Context: an optimization exercise on an open-source flow, tuned for small area. The choices shown serve that exercise and are no tape-out recipe. The RTL was checked by simulation tests, not by an equivalence proof against the original design. Power and IR drop assume default switching activity.

[design/flow/run.sh]
#!/bin/bash
# synth_recipe.tcl (not shown) runs the flow's synth.tcl, then flattens the netlist and writes it again
# the make line also repeats each setting of config.mk as NAME=value (left out here)
make -C /OpenROAD-flow-scripts/flow DESIGN_CONFIG=/design/flow/config.mk WORK_HOME=/design/flow/orfs CLKGATE_MAP_FILE= SYNTH_SCRIPT=/design/flow/synth_recipe.tcl finish
[design/flow/config.mk]
export PLATFORM = sky130hd
export DESIGN_NAME = reg_file_mp
export DESIGN_NICKNAME = reg_file_mp
export VERILOG_FILES = /design/flow/design.v
export SDC_FILE = /design/flow/constraint.sdc
export NUM_CORES = 4
export LEC_CHECK = 0
export CAP_MARGIN = 20
export CORE_MARGIN = 2
export CORE_UTILIZATION = 40
export SLEW_MARGIN = 20
[design/flow/constraint.sdc]
create_clock -name core_clock -period 5.0 [get_ports {clk}]
set_input_delay 1.0000 -clock core_clock [delete_from_list [all_inputs] [get_ports {clk}]]
set_output_delay 1.0000 -clock core_clock [all_outputs]
set_load 0.01 [all_outputs]
[design/flow/design.v]
module rf_read_port #(
   parameter int XLEN     = 32,
   parameter int DEPTH    = 32,
   parameter bit BYPASS   = 1'b1,
   parameter bit ZERO_REG = 1'b1,
   parameter int AW       = $clog2(DEPTH)
) (
   input  logic                       clk,
   input  logic                       rst,
   input  logic [AW-1:0]              addr,
   input  logic [DEPTH-1:0][XLEN-1:0] regs,
   input  logic [DEPTH-1:0]           pend,
   input  logic                       wr_legal,
   input  logic [AW-1:0]              wr_addr,
   input  logic [XLEN-1:0]            wr_data,
   output logic [XLEN-1:0]            rd_data,
   output logic                       rd_pend
);
   logic is_zero;
   logic wr_hit;
   assign is_zero = ZERO_REG && (addr == '0);
   assign wr_hit  = wr_legal && (wr_addr == addr);
   always_ff @(posedge clk or posedge rst) begin
      if (rst) begin
         rd_data <= '0;
         rd_pend <= 1'b0;
      end else begin
         if (is_zero)
            rd_data <= '0;
         else if (BYPASS && wr_hit)
            rd_data <= wr_data;
         else
            rd_data <= regs[addr];
         rd_pend <= is_zero ? 1'b0 : (wr_hit ? 1'b0 : pend[addr]);
      end
   end
endmodule
module reg_file_mp #(
   parameter int XLEN     = 32,
   parameter int DEPTH    = 32,
   parameter int NRD      = 2,
   parameter bit BYPASS   = 1'b1,
   parameter bit ZERO_REG = 1'b1,
   parameter int AW       = $clog2(DEPTH)
) (
   input  logic                 clk,
   input  logic                 rst,
   input  logic [NRD*AW-1:0]    rd_addr,
   output logic [NRD*XLEN-1:0]  rd_data,
   output logic [NRD-1:0]       rd_pend,
   input  logic                 wr_en,
   input  logic [AW-1:0]        wr_addr,
   input  logic [XLEN-1:0]      wr_data,
   input  logic                 iss_en,
   input  logic [AW-1:0]        iss_addr,
   input  logic                 clr_req,
   output logic                 clr_busy
);
   localparam logic RF_IDLE  = 1'b0;
   localparam logic RF_CLEAR = 1'b1;
   logic                       state;
   logic [AW-1:0]              idx;
   logic [DEPTH-1:0][XLEN-1:0] regs;
   logic [DEPTH-1:0]           pend;
   logic [DEPTH-1:0]           pend_next;
   logic                       wr_legal;
   logic                       iss_legal;
   assign wr_legal  = wr_en && (state == RF_IDLE) &&
                      !(ZERO_REG && (wr_addr == '0));
   assign iss_legal = iss_en && (state == RF_IDLE) &&
                      !(ZERO_REG && (iss_addr == '0));
   assign clr_busy = (state == RF_CLEAR);
   always_ff @(posedge clk or posedge rst) begin
      if (rst) begin
         state <= RF_IDLE;
         idx   <= '0;
      end else begin
         case (state)
            RF_IDLE: begin
               if (clr_req) begin
                  state <= RF_CLEAR;
                  idx   <= '0;
               end
            end
            RF_CLEAR: begin
               idx <= idx + 1'b1;
               if (idx == AW'(DEPTH - 1))
                  state <= RF_IDLE;
            end
            default: state <= RF_IDLE;
         endcase
      end
   end
   always_ff @(posedge clk or posedge rst) begin
      if (rst)
         regs <= '0;
      else if (state == RF_CLEAR)
         regs[idx] <= '0;
      else if (wr_legal)
         regs[wr_addr] <= wr_data;
   end
   always_comb begin
      pend_next = pend;
      if (state == RF_CLEAR) begin
         pend_next[idx] = 1'b0;
      end else begin
         if (wr_legal)
            pend_next[wr_addr] = 1'b0;
         if (iss_legal)
            pend_next[iss_addr] = 1'b1;
      end
   end
   always_ff @(posedge clk or posedge rst) begin
      if (rst)
         pend <= '0;
      else
         pend <= pend_next;
   end
   for (genvar p = 0; p < NRD; p++) begin : g_rd
      rf_read_port #(
         .XLEN     (XLEN),
         .DEPTH    (DEPTH),
         .BYPASS   (BYPASS),
         .ZERO_REG (ZERO_REG),
         .AW       (AW)
      ) u_rd (
         .clk      (clk),
         .rst      (rst),
         .addr     (rd_addr[p*AW +: AW]),
         .regs     (regs),
         .pend     (pend),
         .wr_legal (wr_legal),
         .wr_addr  (wr_addr),
         .wr_data  (wr_data),
         .rd_data  (rd_data[p*XLEN +: XLEN]),
         .rd_pend  (rd_pend[p])
      );
   end
endmodule
==> notes.md <==
status complete, no violations; initial core utilization slightly above 40%; library cells used by synthesis 95; Final Setup Violations 0; Pins Over Slew Limit 0; Critical R2R Launch idx[1]; die boundary width 395 µm; power per cell area approximately 430 mW/mm²; adder-cell share of the synthesized area less than 1%; EDFF count, synth 0; worst hold path type register to register; worst reg2reg path depth 11; CP max FO 33; Max Clk Rate 0.230 GHz; number of CTS-inserted buffers 130; Final nets roughly 5300; CP arrival 5.04 ns; Clock Latency Late Sink about 0.80 ns; synth warn 2; die height about 400 µm; Hold-fix buffers, CTS 0; die area 0.156 mm²; Critical Path End Type register; Worst-Margin Slew 1.28 ns; Synth Flop Type dfrtp_1; Placement Cell Area 0.0663 mm²; total power 0.0301 W; post-CTS setup buffers 0; commonest non-fill, non-tap cell in the layout dfrtp_1; Syn Area/Cell 11.8 µm²; Ports 124; gpl congestion approximately 0.95; hpwl dp ~180 mm; most frequent cells in the layout dfrtp_1, nand2_1, a22o_1, mux4_2, mux2i_1; Setup CP Type input pin to register; PostCTS Resize Cnt 0; Reg-to-Reg End regs[649]; Longest Clk Path Bufs 3; Leakage Power slightly below 30 nW; Synth Register Bits roughly 1100; setup tns final 0 ns; final hold violation count 0; Detail Route Antenna Nets 0; R2R Setup Slk about 0.83 ns; initial antenna violation count 24; fin area roughly 0.07 mm²; DRC Markers 0; vias per cell roughly 7.4; Gate Count Post-Synth roughly 5200; Num Clock Sinks 1128; core area around 0.15 mm²; Clock H-tree levels 4; largest net degree at the start of global routing between 100 and 150; Iteration-0 DRC Markers 9127; biggest area consumer among synthesized cells dfrtp_1; Synth Area in Compound Gates around a fifth; simple-gate share of the synthesized area ~7.9%; TritonCTS clock tree yes; drt wl/cell between 40 and 50 µm; Synth Area in XOR/XNOR less than 1%; Final min period around 4.3 ns; CP Launch Type input pin; largest family of logic cells by synthesized area multiplexers; Pre-antenna DRT Iters 6; Worst-path clk slew 0.06 ns; gr ovfl total 0; Setup crit end g_rd[1].u_rd.rd_data[21]; Post-Route WL approximately 300 mm; DR vias between 50000 and 60000; Fin Clk Skew approximately 0.029 ns; Cell Area, Synth around 0.061 mm²; ranking of synthesized cells by area dfrtp_1, mux4_2, a22o_1; RSZ-0062 raised after global routing no; worst rel slew slack ~14%; post-synthesis mux area share 21.5%; sequential element share of the synthesized area 46.1%; post-synthesis async set-or-reset flop share between 90% and 100%; Final Core Density 46.5%; Worst Setup SP rd_addr[8]; share of layout cells above drive strength 1 between 20% and 30%; period utilization ~87%; worst vdd ir between 0.7 and 0.8 mV; total global-route track usage between 30% and 40%; row cnt 143; Yosys top cell area share a little under half; PortBufs approximately 120; CTS root buffer clkbuf_16; syn nets 5235; max_cap viols 0; global-route wire length before repair roughly 420 mm; Req. time, crit path around 5.7 ns; Area growth, synth to finish 15.4%; Hold Slack just over 0.5 ns; vias in the first global route ~53000
==> power by group <==
| part | leakage (nW) | switching [W] | internal [W] |
|---|---|---|---|
| registers | 15.5 | 0.00136 | 0.0105 |
| clock network | 2.11 | 0.00413 | 0.00576 |
| logic | 12.1 | 0.00531 | 0.00307 |
==> synthesized netlist by cell type (9+ instances only) <==
library cell     n
o2bb2ai_1      233
o211ai_1        13
nand2b_1        22
buf_1           38
nand2_1        597
inv_1           30
o22a_1          13
o22ai_1         85
nor2b_1         79
a22o_1         469
a31oi_1          9
nand4_1         24
a211oi_1        35
mux2_2          54
clkbuf_1       309
a21oi_1        201
a22oi_1        103
buf_4           20
o21ai_0        235
nor4_1          31
o31ai_1         10
xnor2_1         13
o21ai_1         12
mux2i_1        301
mux4_2         423
a32o_1          45
and2_1          11
o221a_2         13
dfrtp_1       1128
ha_1            10
a21boi_0         9
buf_2          178
or3_1           13
nand3_1         57
nor2_1          98
nor3_1          37
a221oi_1        32
o221ai_1        32
==> critical path, stage by stage <==
cell	delay, ns
clkdlybuf4s50_1	1.14
buf_4	0.35
or3_1	0.87
nor3_1	0.29
nor2b_4	0.17
buf_4	0.76
a32o_1	0.39
==> cell type report <==
cell class                      instances  area (µm²)
Clock buffer                          195        3880
Fill cell                           13724       81300
Multi-Input combinational cell       3459       31000
Inverter                               32         124
Clock inverter                         30         387
Timing Repair Buffer                  457        4420
Tap cell                             2030        2540
Sequential cell                      1128       28200
Antenna cell                           19        47.5
==> routing by layer <==
metal	share of wire [%]	vias up	wire length [µm]	track usage (%)
met1	36	27607	108000	48.8
met4	8.0	34	24200	25.3
met3	16	1304	47800	17.8
li1	-	20196	-	-
met2	40	4924	120000	50.9
met5	0.12	-	348	0.400
==> logic make-up after synthesis <==
logic type	count (synthesis)
AOI/OAI and AO/OA	1615
and+or+nand+nor	1036
muxes	778
DFF	1128
buffers and inverters	581
xor gates and xnor gates	20
adders and majority gates	10
==> how the worst min path moves through the flow <==
stage                          from        end  cells after the start
after floorplan           regs[716]  regs[716]                      2
after global placement    regs[728]  regs[728]                      2
after detailed placement  regs[987]  regs[987]                      1
after CTS                 regs[722]  regs[722]                      2
after global routing      regs[343]  regs[343]                      1
final                     regs[987]  regs[987]                      1
==> per-stage QoR <==
| stage | instances | setup WS [ns] |
|---|---|---|
| after floorplan | 5168 | -11.57 |
| after global placement | 7105 | 0.202 |
| after detailed placement | 7105 | 0.258 |
| after CTS | 7330 | 1.04 |
| after global routing | 7335 | 0.833 |
| final | 7350 | 0.653 |
==> registers in the layout (all words and copies together) (netlist names) <==
| name | cells |
|---|---|
| regs | 1024 |
| g_rd.u_rd.rd_data | 64 |
| pend | 32 |
| idx | 5 |
| g_rd.u_rd.rd_pend | 2 |
| state | 1 |

==> what the ideal ports hide <==
How much do the figures lean on ideal ports? The routed layout below was timed once more, with nothing changed but the port constraints. Step 1 assumes that a clkbuf_16 drives the clock port and a buf_2 every other input. Step 2 times the ports against the registers' clock, not the clock port: input delays grow and output delays shrink by t, the midpoint of the rising clock arrivals with the driver on. Slacks: no drivers / after step 1 / after step 2; pairs: no drivers / after step 1.
t (ns): 0.869
slack for setup (ns): 0.653 / 0.709 / -0.160
hold WS [ns]: 0.503 / 0.503 / 0.503
clock arrival spread, ns: 0.034 / 0.035
worst register clock-pin slew, ns: 0.07 / 0.07
With both steps, setup timing fails in this run, where it was met with ideal ports. The setup slack of this run moves by +0.056 ns with the drivers and by -0.813 ns with both steps.
